From an optimization exercise on the open Yosys and OpenROAD flow, aimed at small area and a short achievable clock period; shortcuts taken in it are not production practice. Function was checked by simulation only, so behaviour that the tests miss may differ from the original. Power and IR drop assume default switching activity.

==> flow/design.v (excerpt) <==
module coreTop #(
	parameter logic [31:0] resetAddress = '0
) (
	input logic clk,
	input logic reset,
	input corePkg::wordT instr,
	output corePkg::wordT pc,
	output logic regWriteEnable,
	output corePkg::regIndexT writeReg,
	output corePkg::wordT writeData
);
==> flow/config.mk <==
export PLATFORM = sky130hd
export DESIGN_NAME = coreTop
export DESIGN_NICKNAME = coreTop
export VERILOG_FILES = /design/flow/design.v
export SDC_FILE = /design/flow/constraint.sdc
export NUM_CORES = 4
export LEC_CHECK = 0
export CAP_MARGIN = 20
export CORE_MARGIN = 2
export CORE_UTILIZATION = 45
export CTS_CLUSTER_DIAMETER = 100
export CTS_CLUSTER_SIZE = 22
export SETUP_SLACK_MARGIN = 2
export SLEW_MARGIN = 20
export SYNTH_HIERARCHICAL = 1
==> flow/constraint.sdc <==
create_clock -name core_clock -period 12.0 [get_ports {clk}]
set_input_delay 2.4000 -clock core_clock [delete_from_list [all_inputs] [get_ports {clk}]]
set_output_delay 2.4000 -clock core_clock [all_outputs]
set_load 0.01 [all_outputs]
standard.sh (not shown) runs the stock make flow with config.mk's settings and CLKGATE_MAP_FILE= SYNTH_SCRIPT=/design/flow/synth_recipe.tcl, a recipe that flattens the netlist after the stock synthesis.
==> flow/flow/run.sh <==
#!/bin/bash
# The standard layout (the standard.sh, all ORFS steps), with the port buffers that
# buffer_ports inserts made plain buf_4 cells instead of the library's default pick.
set -euo pipefail
export BUFFER_PORTS_ARGS="-buffer_cell sky130_fd_sc_hd__buf_4"
bash standard.sh finish > standard_flow.log 2>&1
The first run ran to the end with no violations.
Edit:
--- a/flow/config.mk
+++ b/flow/config.mk
@@ -12,3 +12,3 @@
 export CTS_CLUSTER_SIZE = 22
-export SETUP_SLACK_MARGIN = 2
+export SETUP_SLACK_MARGIN = 2.5
 export SLEW_MARGIN = 20
Outcome: The new run finished with timing, DRC and antenna clean; final cell count went up by 0.96%; area after synthesis is unchanged; power is about the same.

* * *

coreTop, a different RTL version from the one above (not shown whole).
For scale: about 100 I/O pins.
// coreTop
module coreTop #(
	parameter logic [31:0] resetAddress = '0
) (
	input logic clk,
	input logic reset,
	input corePkg::wordT instr,
	output corePkg::wordT pc,
	output logic regWriteEnable,
	output corePkg::regIndexT writeReg,
	output corePkg::wordT writeData
);
	logic isAdd, isRsub, isAnd, isSll, isSrl, isJ, isJal, isJalr, isJr;
	corePkg::wordT operandA;
	corePkg::wordT second;
	corePkg::wordT immediate;
	logic useImmediate;
	logic useRegister;
	corePkg::wordT pcPlusOne;
	instructionDecoder decoder (
		.opcode(instr[31:23]),
		.isAdd(isAdd),
		.isRsub(isRsub),
		.isAnd(isAnd),
		.isSll(isSll),
		.isSrl(isSrl),
		.isJ(isJ),
		.isJal(isJal),
		.isJalr(isJalr),
		.isJr(isJr)
	);
	assign regWriteEnable = isAdd | isRsub | isAnd | isSll | isSrl | isJal | isJalr;
	assign writeReg = isJal ? 4'd0 : instr[22:19];
	assign useImmediate = (instr[18:16] == 3'b000);
	assign useRegister = |instr[18:16];
	assign immediate = {{20{instr[15] & (isAdd | isRsub)}}, instr[15:4]};
	registerFile regFile (
		.clk(clk),
		.reset(reset),
		.srcA(instr[3:0]),
		.srcB(instr[7:4]),
		.writeReg(writeReg),
		.regWriteEnable(regWriteEnable),
		.writeData(writeData),
		.useImmediate(useImmediate),
		.useRegister(useRegister),
		.immediate(immediate),
		.operandA(operandA),
		.second(second)
	);
	executeUnit execute (
		.operandA(operandA),
		.second(second),
		.isAdd(isAdd),
		.isRsub(isRsub),
		.isAnd(isAnd),
		.isSll(isSll),
  ...
export LEC_CHECK = 0
export CAP_MARGIN = 20
export CORE_MARGIN = 2
export CORE_UTILIZATION = 45
export CTS_CLUSTER_DIAMETER = 100
export CTS_CLUSTER_SIZE = 22
export SETUP_SLACK_MARGIN = 2
export SLEW_MARGIN = 20
export SYNTH_HIERARCHICAL = 1
create_clock -name core_clock -period 12.0 [get_ports {clk}]
Scripts as last shown in full above: flow/flow/run.sh
The first run completed without violations.
Change:
==> flow/flow/run.sh (replaced) <==
#!/bin/bash
# The standard layout (the standard.sh, all ORFS steps), with two ORFS settings:
# the port buffers that buffer_ports inserts are plain buf_4 cells, and after global
# routing ORFS's power recovery downsizes cells on paths with slack to spare.
set -euo pipefail
export BUFFER_PORTS_ARGS="-buffer_cell sky130_fd_sc_hd__buf_4"
export RECOVER_POWER=100
bash standard.sh finish > standard_flow.log 2>&1
This time the run completed, yet does not pass: capacitance limit, slew limit.
Setup slack loses 1.2 ns.
Via count rises by 0.39%.
Register-to-register slack loses 1.4 ns.
Routed wire length barely changes.
Final cell count is about the same.
Fmax falls by 11%.
Clock power stays flat.

* * *

## alpha
Another version of the RTL of coreTop (not shown whole).
Size: roughly 580 flip-flops, about 100 I/O pins, about 31000 um2 of cells after synthesis.
Settings: LEC_CHECK=0, CAP_MARGIN=20, CORE_MARGIN=2, CORE_UTILIZATION=45, CTS_CLUSTER_DIAMETER=100, CTS_CLUSTER_SIZE=22, SETUP_SLACK_MARGIN=3, SLEW_MARGIN=20, SYNTH_HIERARCHICAL=1; clock period 12.0 ns.
run.sh (not shown) runs the stock make flow with config.mk's settings and CLKGATE_MAP_FILE= SYNTH_SCRIPT=/design/flow/synth_recipe.tcl, a recipe that flattens the netlist after the stock synthesis.
Stock flow here: none of the scripts above is used.
Relative to alpha, the following input files were edited for beta:
==> flow/flow/run.sh (new file) <==
#!/bin/bash
# The standard layout (the standard.sh, all ORFS steps), with the port buffers that
# buffer_ports inserts made plain buf_2 cells instead of the library's default pick.
set -euo pipefail
export BUFFER_PORTS_ARGS="-buffer_cell sky130_fd_sc_hd__buf_2"
bash standard.sh finish > standard_flow.log 2>&1
==> flow/standard.sh (new file) <==
#!/bin/bash
# synth_recipe.tcl (not shown) runs the flow's synth.tcl, then flattens the netlist and writes it again
# the make line also repeats each setting of config.mk as NAME=value (left out here)
make -C /OpenROAD-flow-scripts/flow DESIGN_CONFIG=/design/flow/config.mk WORK_HOME=/design/flow/orfs CLKGATE_MAP_FILE= SYNTH_SCRIPT=/design/flow/synth_recipe.tcl "${@:-finish}"
removed: flow/run.sh
### Flow results
- In beta, count of clock-buffer cells in the layout is lower than in alpha.
- Looking only at worst setup margin, and setting everything else aside, the higher value of alpha and beta goes to beta.
- Between alpha and beta, the non-clock buffer area fraction after layout is lower for beta.

* * *

Another version of the RTL of coreTop (not shown whole).
Size: roughly 100 I/O pins, about 0.030 mm2 of cells after synthesis.
==> flow/config.mk <==
export PLATFORM = sky130hd
export DESIGN_NAME = coreTop
export DESIGN_NICKNAME = coreTop
export VERILOG_FILES = /design/flow/design.v
export SDC_FILE = /design/flow/constraint.sdc
export NUM_CORES = 4
export LEC_CHECK = 0
export CAP_MARGIN = 20
export CORE_MARGIN = 2
export CORE_UTILIZATION = 45
export SETUP_SLACK_MARGIN = 3
export SLEW_MARGIN = 20
export SYNTH_HIERARCHICAL = 1
==> flow/constraint.sdc <==
create_clock -name core_clock -period 12.0 [get_ports {clk}]
set_input_delay 2.4000 -clock core_clock [delete_from_list [all_inputs] [get_ports {clk}]]
set_output_delay 2.4000 -clock core_clock [all_outputs]
set_load 0.01 [all_outputs]
Stock flow here: none of the scripts above is used.
The starting point went through all stages and came out clean.
Next try:
- SETUP_SLACK_MARGIN: 3 -> 2
Area after synthesis does not change.
Power came out lower by 0.73%.
Global-route usage shrinks by 2.5 points.
Cell count is lower by 5.7%.
Register-to-register slack improved by 0.04 ns.

* * *

Setup of the previous run:
RTL: one of the versions met above, not the one the previous note started from.
For scale: about 2,500 cells after synthesis, ~580 flip-flops, about 100 I/O pins, ~31,000 sq um of cells after synthesis.
export LEC_CHECK = 0
export CAP_MARGIN = 20
export CORE_MARGIN = 2
export CORE_UTILIZATION = 55
export CTS_CLUSTER_DIAMETER = 100
export CTS_CLUSTER_SIZE = 22
export SETUP_SLACK_MARGIN = 3
export SLEW_MARGIN = 20
export SYNTH_HIERARCHICAL = 1
create_clock -name core_clock -period 12.0 [get_ports {clk}]
standard.sh (not shown) runs the stock make flow with config.mk's settings and CLKGATE_MAP_FILE= SYNTH_SCRIPT=/design/flow/synth_recipe.tcl, a recipe that flattens the netlist after the stock synthesis.
==> flow/flow/run.sh <==
#!/bin/bash
# The standard layout (the standard.sh, all ORFS steps), with the port buffers that
# buffer_ports inserts made plain buf_4 cells instead of the library's default pick.
set -euo pipefail
export BUFFER_PORTS_ARGS="-buffer_cell sky130_fd_sc_hd__buf_4"
bash standard.sh finish > standard_flow.log 2>&1
Input-level comparison between the current run and the previous run:
Settings: CORE_UTILIZATION: 55 -> 45.
[summary]
- Comparing clock skew for the current run and the previous run, the bigger number came from the previous run.
- On final routed wirelength across all metal layers: the current run sits below the previous run.
- Summary of the comparison: maximum clock rate is higher in the current run, relative to the previous run.
- Of the two values seen for slowest cell on the critical path, sky130_fd_sc_hd__and3_4 was produced by the current run and sky130_fd_sc_hd__a21oi_2 by the previous run.
- Relative to the previous run, the number of instances resized during post-cts repair measured on the current run has increased by more than 10%.

* * *

Starting RTL as in the previous note.
==> flow/config.mk <==
export PLATFORM = sky130hd
export DESIGN_NAME = coreTop
export DESIGN_NICKNAME = coreTop
export VERILOG_FILES = /design/flow/design.v
export SDC_FILE = /design/flow/constraint.sdc
export NUM_CORES = 4
export LEC_CHECK = 0
export CAP_MARGIN = 20
export CORE_MARGIN = 2
export CORE_UTILIZATION = 45
export CTS_CLUSTER_DIAMETER = 100
export CTS_CLUSTER_SIZE = 22
export SETUP_SLACK_MARGIN = 3.25
export SLEW_MARGIN = 20
export SYNTH_HIERARCHICAL = 1
==> flow/constraint.sdc <==
create_clock -name core_clock -period 12.0 [get_ports {clk}]
set_input_delay 2.4000 -clock core_clock [delete_from_list [all_inputs] [get_ports {clk}]]
set_output_delay 2.4000 -clock core_clock [all_outputs]
set_load 0.01 [all_outputs]
Scripts as last shown in full above: flow/flow/run.sh
The baseline produced a clean layout.
Edit:
Settings changed: SETUP_SLACK_MARGIN 3.25 to 2.5.
Outcome:
- The new run completed without violations
- worst hold slack is worse by 5.7 ps
- worst setup slack loses 680 ps
- critical path depth is lower by 1

afterwards: timing with drivers on the ports:
Ports are ideal in the flow. The routed layouts listed here were re-timed in OpenROAD. Step 1 (the two cells are an assumption about what drives the block):
set clk [get_ports {clk}]
set_driving_cell -lib_cell sky130_fd_sc_hd__clkbuf_16 $clk
set_driving_cell -lib_cell sky130_fd_sc_hd__buf_2 [delete_from_list [all_inputs] $clk]
Step 2 moves the port delays by t, midway between the first and last clock arrival at a register: inputs arrive t later, outputs are due t later. That takes back most of the time a late clock gives input paths. Three values: ideal ports, drivers, drivers and shift; two values: the first two.
| run | shift t [ns] | setup slack, ns | latest minus earliest clock arrival (ns) | slew at the worst register clock pin (ns) | pins driven straight from the clock port |
|---|---|---|---|---|---|
| the first run of note 1 | 0.716 | 1.837 / 1.809 / 1.809 | 0.028 / 0.027 | 0.10 / 0.10 | 1 |
| the second run of note 1 | 0.718 | 2.414 / 2.386 / 2.386 | 0.030 / 0.031 | 0.10 / 0.10 | 1 |
| the first run of note 2 | 0.663 | 2.084 / 2.055 / 2.055 | 0.037 / 0.038 | 0.10 / 0.10 | 1 |
| the second run of note 2 | 0.661 | 0.889 / 0.855 / 0.855 | 0.036 / 0.036 | 0.09 / 0.09 | 1 |
| alpha | 0.714 | 2.851 / 2.830 / 2.648 | 0.028 / 0.028 | 0.10 / 0.10 | 1 |
| beta | 0.704 | 3.008 / 2.970 / 2.940 | 0.055 / 0.055 | 0.10 / 0.10 | 1 |
| the first run of note 4 | 0.720 | 2.518 / 2.480 / 2.480 | 0.037 / 0.037 | 0.07 / 0.07 | 1 |
| the second run of note 4 | 0.712 | 2.020 / 1.981 / 1.981 | 0.033 / 0.033 | 0.07 / 0.07 | 1 |
| the previous run | 0.694 | 2.998 / 2.972 / 2.606 | 0.041 / 0.041 | 0.10 / 0.10 | 1 |
| the current run | 0.680 | 3.034 / 3.004 / 2.800 | 0.038 / 0.037 | 0.10 / 0.10 | 1 |
| the first run of note 6 | 0.681 | 3.228 / 3.202 / 3.074 | 0.047 / 0.047 | 0.10 / 0.10 | 1 |
| the second run of note 6 | 0.707 | 2.546 / 2.514 / 2.316 | 0.053 / 0.052 | 0.10 / 0.10 | 1 |
For the previous run, which loses most, drivers alone change the setup slack by -0.026 ns; drivers and shift together by -0.392 ns.
